Background: an optimization exercise with open tools, aiming at small area and a short achievable clock period. Do not read the settings as production practice. At most, simulation tests tie the RTL to the original design; equivalence was not proved.

Setup of pepper:
==> flow/design.v <==
package life_pkg;
    localparam logic [8:0] CONWAY_BIRTH   = 9'b000001000;
    localparam logic [8:0] CONWAY_SURVIVE = 9'b000001100;
endpackage
module life_rule_cell (
    input  logic [1:0] s_l,
    input  logic [1:0] s_c,
    input  logic [1:0] s_r,
    input  logic       self,
    input  logic [8:0] birth_mask,
    input  logic [8:0] survive_mask,
    output logic       next
);
    logic t0, k1, x, y, t1, z, t2, t3;
    life_fa u_fa0 (.a(s_l[0]), .b(s_c[0]), .c(s_r[0]), .s(t0), .co(k1));
    life_fa u_fa1 (.a(s_l[1]), .b(s_c[1]), .c(s_r[1]), .s(x),  .co(y));
    life_ha u_ha0 (.a(x), .b(k1), .s(t1), .co(z));
    assign t2 = y ^ z;
    assign t3 = s_l[1] & s_c[1] & s_r[1] & k1;
    logic b0, s1, b_lo, b_hi, s_lo, s_hi;
    life_mux2 u_b0   (.d({birth_mask[8], birth_mask[0]}),     .s(t3), .y(b0));
    life_mux2 u_s1   (.d({survive_mask[8], survive_mask[0]}), .s(t3), .y(s1));
    life_mux4 u_b_lo (.d({birth_mask[3:1], b0}),              .s({t1, t0}), .y(b_lo));
    life_mux4 u_b_hi (.d(birth_mask[7:4]),                    .s({t1, t0}), .y(b_hi));
    life_mux4 u_s_lo (.d({survive_mask[2:1], s1, survive_mask[7]}), .s({t1, t0}), .y(s_lo));
    life_mux4 u_s_hi (.d(survive_mask[6:3]),                  .s({t1, t0}), .y(s_hi));
    life_mux4 u_m    (.d({s_hi, s_lo, b_hi, b_lo}),           .s({self, t2}), .y(next));
endmodule
module life_fa (
    input  logic a,
    input  logic b,
    input  logic c,
    output logic s,
    output logic co
);
    assign s  = a ^ b ^ c;
    assign co = (a & b) | (a & c) | (b & c);
endmodule
module life_mux4 (
    input  logic [3:0] d,
    input  logic [1:0] s,
    output logic       y
);
    assign y = d[s];
endmodule
module life_mux2 (
    input  logic [1:0] d,
    input  logic       s,
    output logic       y
);
    assign y = d[s];
endmodule
module life_ha (
    input  logic a,
    input  logic b,
    output logic s,
    output logic co
);
    assign s  = a ^ b;
    assign co = a & b;
endmodule
module life_popcount32 (
    input  logic [31:0] x,
    output logic [5:0] y
);
    logic s0, c0, s1, c1, s2, c2, s3, c3;
    logic s4, c4, s5, c5, s6, c6, s7, c7;
    logic s8, c8, s9, c9, s10, c10, s11, c11;
    logic s12, c12, s13, c13, s14, c14, s15, c15;
    logic s16, c16, s17, c17, s18, c18, s19, c19;
    logic s20, c20, s21, c21, s22, c22, s23, c23;
    logic s24, c24, s25, c25, s26, c26, s27, c27;
    logic s28, c28, s29, c29, s30, c30;
    life_fa u0 (.a(x[0]), .b(x[10]), .c(x[11]), .s(s0), .co(c0));
    life_fa u1 (.a(x[12]), .b(x[13]), .c(x[14]), .s(s1), .co(c1));
    life_fa u2 (.a(x[15]), .b(x[16]), .c(x[17]), .s(s2), .co(c2));
    life_fa u3 (.a(x[18]), .b(x[19]), .c(x[1]), .s(s3), .co(c3));
    life_fa u4 (.a(x[20]), .b(x[21]), .c(x[22]), .s(s4), .co(c4));
    life_fa u5 (.a(x[23]), .b(x[24]), .c(x[25]), .s(s5), .co(c5));
    life_fa u6 (.a(x[26]), .b(x[27]), .c(x[28]), .s(s6), .co(c6));
    life_fa u7 (.a(x[29]), .b(x[2]), .c(x[30]), .s(s7), .co(c7));
    life_fa u8 (.a(x[31]), .b(x[3]), .c(x[4]), .s(s8), .co(c8));
    life_fa u9 (.a(x[5]), .b(x[6]), .c(x[7]), .s(s9), .co(c9));
    life_fa u10 (.a(x[8]), .b(x[9]), .c(s0), .s(s10), .co(c10));
    life_fa u11 (.a(s1), .b(s2), .c(s3), .s(s11), .co(c11));
    life_fa u12 (.a(s4), .b(s5), .c(s6), .s(s12), .co(c12));
    life_fa u13 (.a(s7), .b(s8), .c(s9), .s(s13), .co(c13));
    life_fa u14 (.a(s10), .b(s11), .c(s12), .s(s14), .co(c14));
    life_ha u15 (.a(s13), .b(s14), .s(s15), .co(c15));
    life_fa u16 (.a(c0), .b(c1), .c(c2), .s(s16), .co(c16));
    life_fa u17 (.a(c3), .b(c4), .c(c5), .s(s17), .co(c17));
    life_fa u18 (.a(c6), .b(c7), .c(c8), .s(s18), .co(c18));
    life_fa u19 (.a(c9), .b(c10), .c(c11), .s(s19), .co(c19));
    life_fa u20 (.a(c12), .b(c13), .c(s16), .s(s20), .co(c20));
    life_fa u21 (.a(s17), .b(s18), .c(c14), .s(s21), .co(c21));
    life_fa u22 (.a(s19), .b(s20), .c(c15), .s(s22), .co(c22));
    life_ha u23 (.a(s21), .b(s22), .s(s23), .co(c23));
    life_fa u24 (.a(c16), .b(c17), .c(c18), .s(s24), .co(c24));
    life_fa u25 (.a(c19), .b(c20), .c(s24), .s(s25), .co(c25));
    life_fa u26 (.a(c21), .b(s25), .c(c22), .s(s26), .co(c26));
    life_ha u27 (.a(c23), .b(s26), .s(s27), .co(c27));
    life_fa u28 (.a(c24), .b(c25), .c(c26), .s(s28), .co(c28));
    life_ha u29 (.a(c27), .b(s28), .s(s29), .co(c29));
    life_ha u30 (.a(c28), .b(c29), .s(s30), .co(c30));
    assign y[0] = s15;
    assign y[1] = s23;
    assign y[2] = s27;
    assign y[3] = s29;
    assign y[4] = s30;
    assign y[5] = c30;
endmodule
module life_row_engine #(
    parameter int WIDTH  = 64,
    parameter int HEIGHT = 32,
    parameter int WRAP   = 0
) (
    input  logic                                 clk,
    input  logic                                 rst_n,
    input  logic                                 start,
    input  logic [8:0]                           birth_mask,
    input  logic [8:0]                           survive_mask,
    input  logic                                 in_valid,
    output logic                                 in_ready,
    input  logic [WIDTH-1:0]                     in_row,
    output logic                                 out_valid,
    input  logic                                 out_ready,
    output logic [WIDTH-1:0]                     out_row,
    output logic                                 out_last,
    output logic                                 busy,
    output logic                                 gen_done,
    output logic [$clog2(WIDTH*HEIGHT+1)-1:0]    alive_count,
    output logic                                 stable
);
    localparam int CW = $clog2(WIDTH*HEIGHT+1);
    localparam int RW = $clog2(HEIGHT);
    logic             st_fill, st_run, st_drain, st_last;
    logic [8:0]       birth_q, survive_q;
    logic [WIDTH-1:0] prev_row, cur_row, below_row, new_row;
    logic [RW-1:0]    row_cnt;
    logic             pend;
    logic             rdy_base;
    logic             out_free, start_go, take_fill, load_run, load_drain, load, shift, last_row;
    assign rdy_base = st_fill | (st_run & !out_valid);
    life_ready u_ready (.run(st_run), .out_ready(out_ready), .base(rdy_base), .ready(in_ready));
    always_comb begin
        busy       = st_fill | st_run | st_drain | st_last;
        out_free   = !out_valid || out_ready;
        start_go   = !busy && start;
        take_fill  = st_fill && in_valid;
        load_run   = st_run && in_valid && out_free;
        load_drain = st_drain && out_free;
        load       = load_run | load_drain;
        shift      = take_fill | load;
        last_row   = (row_cnt == RW'(HEIGHT - 1));
        out_last   = st_last;    
    end
    always_ff @(posedge clk or negedge rst_n) begin
        if (!rst_n) begin
            st_fill   <= 1'b0;
            st_run    <= 1'b0;
            st_drain  <= 1'b0;
            st_last   <= 1'b0;
            row_cnt   <= '0;
            out_valid <= 1'b0;
            gen_done  <= 1'b0;
            pend      <= 1'b0;
        end else begin
            st_fill   <= start_go | (st_fill & !in_valid);
            st_run    <= take_fill | (st_run & !(load_run & last_row));
            st_drain  <= (load_run & last_row) | (st_drain & !out_free);
            st_last   <= load_drain | (st_last & !out_ready);
            gen_done  <= st_last & out_valid & out_ready;
            out_valid <= load | (out_valid & !out_ready);
            pend      <= load;
            if (take_fill | load_run) row_cnt <= row_cnt + RW'(1);
        end
    end
    always_ff @(posedge clk) begin
        if (start_go) begin
            birth_q   <= birth_mask;
            survive_q <= survive_mask;
        end
        if (shift) prev_row <= cur_row;
        if (shift | !busy) cur_row <= below_row;
        if (load)  out_row  <= new_row;
    end
    assign below_row = (st_fill | st_run) ? in_row : '0;
    logic [1:0] col [WIDTH+2];
    assign col[0]       = 2'd0;
    assign col[WIDTH+1] = 2'd0;
    for (genvar j = 0; j < WIDTH; j++) begin : g_col
        life_fa u_col (.a(prev_row[j]), .b(cur_row[j]), .c(below_row[j]),
                       .s(col[j+1][0]), .co(col[j+1][1]));
    end
    for (genvar i = 0; i < WIDTH; i++) begin : g_cell
        life_rule_cell u_cell (
            .s_l (col[i]),
            .s_c (col[i+1]),
            .s_r (col[i+2]),
            .self(cur_row[i]),
            .birth_mask  (birth_q),
            .survive_mask(survive_q),
            .next(new_row[i])
        );
    end
    localparam int HW  = WIDTH / 2;
    localparam int HPW = $clog2(HW + 1);
    localparam int PW  = $clog2(WIDTH + 1);
    logic [HPW-1:0] pop_lo, pop_hi;
    logic [PW-1:0]  row_pop;
    logic [CW-1:0]  alive_q;
    life_popcount32 u_pop_lo (.x(out_row[HW-1:0]),     .y(pop_lo));
    life_popcount32 u_pop_hi (.x(out_row[WIDTH-1:HW]), .y(pop_hi));
    assign alive_count = alive_q + CW'(row_pop);
    always_ff @(posedge clk) begin
        row_pop <= pend ? PW'(pop_lo) + PW'(pop_hi) : '0;
        if (start_go) begin
            alive_q <= '0;
            stable  <= 1'b1;
        end else begin
            alive_q <= alive_count;
            if (pend && out_row != prev_row) stable <= 1'b0;
        end
    end
endmodule
module life_ready (
    input  logic run,
    input  logic out_ready,
    input  logic base,
    output logic ready
);
    assign ready = (run & out_ready) | base;
endmodule
==> flow/config.mk <==
export PLATFORM = sky130hd
export DESIGN_NAME = life_row_engine
export DESIGN_NICKNAME = life_row_engine
export VERILOG_FILES = /design/flow/design.v
export SDC_FILE = /design/flow/constraint.sdc
export NUM_CORES = 4
export LEC_CHECK = 0
export CAP_MARGIN = 20
export CORE_MARGIN = 2
export CORE_UTILIZATION = 40
export SLEW_MARGIN = 20
export SYNTH_HIERARCHICAL = 1
==> flow/constraint.sdc <==
create_clock -name core_clock -period 11.5 [get_ports {clk}]
set_input_delay 2.3000 -clock core_clock [delete_from_list [all_inputs] [get_ports {clk}]]
set_output_delay 2.3000 -clock core_clock [all_outputs]
set_load 0.01 [all_outputs]
standard.sh (not shown) runs the stock make flow with config.mk's settings and CLKGATE_MAP_FILE= SYNTH_SCRIPT=/design/flow/synth_recipe.tcl, a recipe that flattens the netlist after the stock synthesis.
==> flow/flow/run.sh <==
#!/bin/bash
# The standard synthesis and layout, with three changes to the layout steps: the
# synthesized combinational cells start at their smallest drive strength
# (flow/downsize.tcl), the port buffers are buf_2 cells, and timing repair aims for
# the setup slack in flow/setup_margin.txt.
set -uo pipefail
cd "$(dirname "$0")/.."
bash standard.sh synth > synth.log 2>&1 || exit 1
export PRE_FLOORPLAN_TCL="$(pwd)/flow/downsize.tcl"
export BUFFER_PORTS_ARGS="-buffer_cell sky130_fd_sc_hd__buf_2"
export SETUP_SLACK_MARGIN=$(cat flow/setup_margin.txt)
bash standard.sh > layout.log 2>&1
==> flow/flow/downsize.tcl <==
# Swap every combinational cell for the smallest-area cell of its kind (same function,
# another drive strength), so that timing repair only grows the cells whose paths
# need it.
set n_down 0
foreach inst [get_cells *] {
  set ref [get_property $inst ref_name]
  if {![regexp {^(sky130_fd_sc_hd__([a-z0-9]+))_([0-9]+)$} $ref -> base kind drive]} { continue }
  if {[regexp {^(e?df|sdf|dl|tap|fill|decap|conb|clk|dly|probe|lpflow)} $kind]} { continue }
  set best_area [get_property [get_lib_cells $ref] area]
  set best ""
  foreach lc [get_lib_cells -quiet ${base}_*] {
    set name [get_property $lc name]
    if {![regexp "^${base}_\[0-9\]+\$" $name]} { continue }
    set a [get_property $lc area]
    if {$a < $best_area - 1e-6} {
      set best_area $a
      set best $lc
    }
  }
  if {$best ne ""} {
    replace_cell $inst $best
    incr n_down
  }
}
puts "downsize.tcl: swapped $n_down cells for smaller ones"
==> flow/flow/setup_margin.txt <==
6.5
Input changes introduced in lagoon (baseline for comparison: pepper):
--- a/flow/design.v
+++ b/flow/design.v
@@ -11,20 +11,20 @@
     input  logic [8:0] survive_mask,
     output logic       next
 );
-    logic t0, k1, x, y, t1, z, t2, t3;
+    logic t0, k1, x, y, t1, z;
+    logic t2, t3;
     life_fa u_fa0 (.a(s_l[0]), .b(s_c[0]), .c(s_r[0]), .s(t0), .co(k1));
     life_fa u_fa1 (.a(s_l[1]), .b(s_c[1]), .c(s_r[1]), .s(x),  .co(y));
     life_ha u_ha0 (.a(x), .b(k1), .s(t1), .co(z));
-    assign t2 = y ^ z;
-    assign t3 = s_l[1] & s_c[1] & s_r[1] & k1;
-    logic b0, s1, b_lo, b_hi, s_lo, s_hi;
-    life_mux2 u_b0   (.d({birth_mask[8], birth_mask[0]}),     .s(t3), .y(b0));
-    life_mux2 u_s1   (.d({survive_mask[8], survive_mask[0]}), .s(t3), .y(s1));
-    life_mux4 u_b_lo (.d({birth_mask[3:1], b0}),              .s({t1, t0}), .y(b_lo));
-    life_mux4 u_b_hi (.d(birth_mask[7:4]),                    .s({t1, t0}), .y(b_hi));
-    life_mux4 u_s_lo (.d({survive_mask[2:1], s1, survive_mask[7]}), .s({t1, t0}), .y(s_lo));
-    life_mux4 u_s_hi (.d(survive_mask[6:3]),                  .s({t1, t0}), .y(s_hi));
-    life_mux4 u_m    (.d({s_hi, s_lo, b_hi, b_lo}),           .s({self, t2}), .y(next));
+    life_ha u_ha1 (.a(y), .b(z),  .s(t2), .co(t3));
+    logic b_lo, b_hi, s_lo, s_hi, m_lo, m_hi;
+    life_mux4 u_b_lo (.d({birth_mask[3:0]}),                   .s({t1, t0}), .y(b_lo));
+    life_mux4 u_b_hi (.d({birth_mask[7:4]}),                   .s({t1, t0}), .y(b_hi));
+    life_mux4 u_s_lo (.d({survive_mask[2:0], survive_mask[0]}), .s({t1, t0}), .y(s_lo));
+    life_mux4 u_s_hi (.d({survive_mask[6:3]}),                  .s({t1, t0}), .y(s_hi));
+    life_mux4 u_m_lo (.d({s_hi, s_lo, b_hi, b_lo}),             .s({self, t2}), .y(m_lo));
+    life_mux4 u_m_hi (.d({survive_mask[8:7], birth_mask[8], birth_mask[8]}), .s({self, t0}), .y(m_hi));
+    life_mux2 u_m    (.d({m_hi, m_lo}),                         .s(t3), .y(next));
 endmodule
 module life_fa (
     input  logic a,
Findings:
- Delta (lagoon minus pepper): routed wire length lost about 2.5%, global-route usage lost 0.54 points, post-route cell area picked up an extra 3.1%, share of layout cells above drive strength 1 picked up an extra 11 points.
- lagoon was carried through to the last stage, and its layout satisfied the timing, DRC and antenna checks.
- Looking only at proportion of cell area occupied by multi-input gates, and setting everything else aside, the lower value of lagoon and pepper goes to pepper.
- lagoon vs pepper on relative slew slack: lagoon is the higher one.
No functional check of the RTL was part of lagoon.

-- separate check: timing with driven ports --
In the flow no input, the clock included, has a driving cell. The finished layouts below were timed again as built, in two steps.
Step 1, drivers: a clkbuf_16 drives clk and a buf_2 each remaining input, both assumed.
Step 2 times the ports against the registers' clock, not the clock port: input delays grow and output delays shrink by t, the midpoint of the rising clock arrivals with the driver on.
Slacks: no drivers / after step 1 / after step 2; pairs: no drivers / after step 1.
run | t, ns | setup WS [ns] | worst setup path after step 2
pepper | 0.641 | 6.531 / 6.498 / 5.969 | input to register
lagoon | 0.613 | 6.522 / 6.486 / 5.943 | input to register
After both steps setup and hold are still met in every run listed. The setup slack of lagoon, which loses most, moves by -0.036 ns with the drivers and by -0.579 ns with both steps.
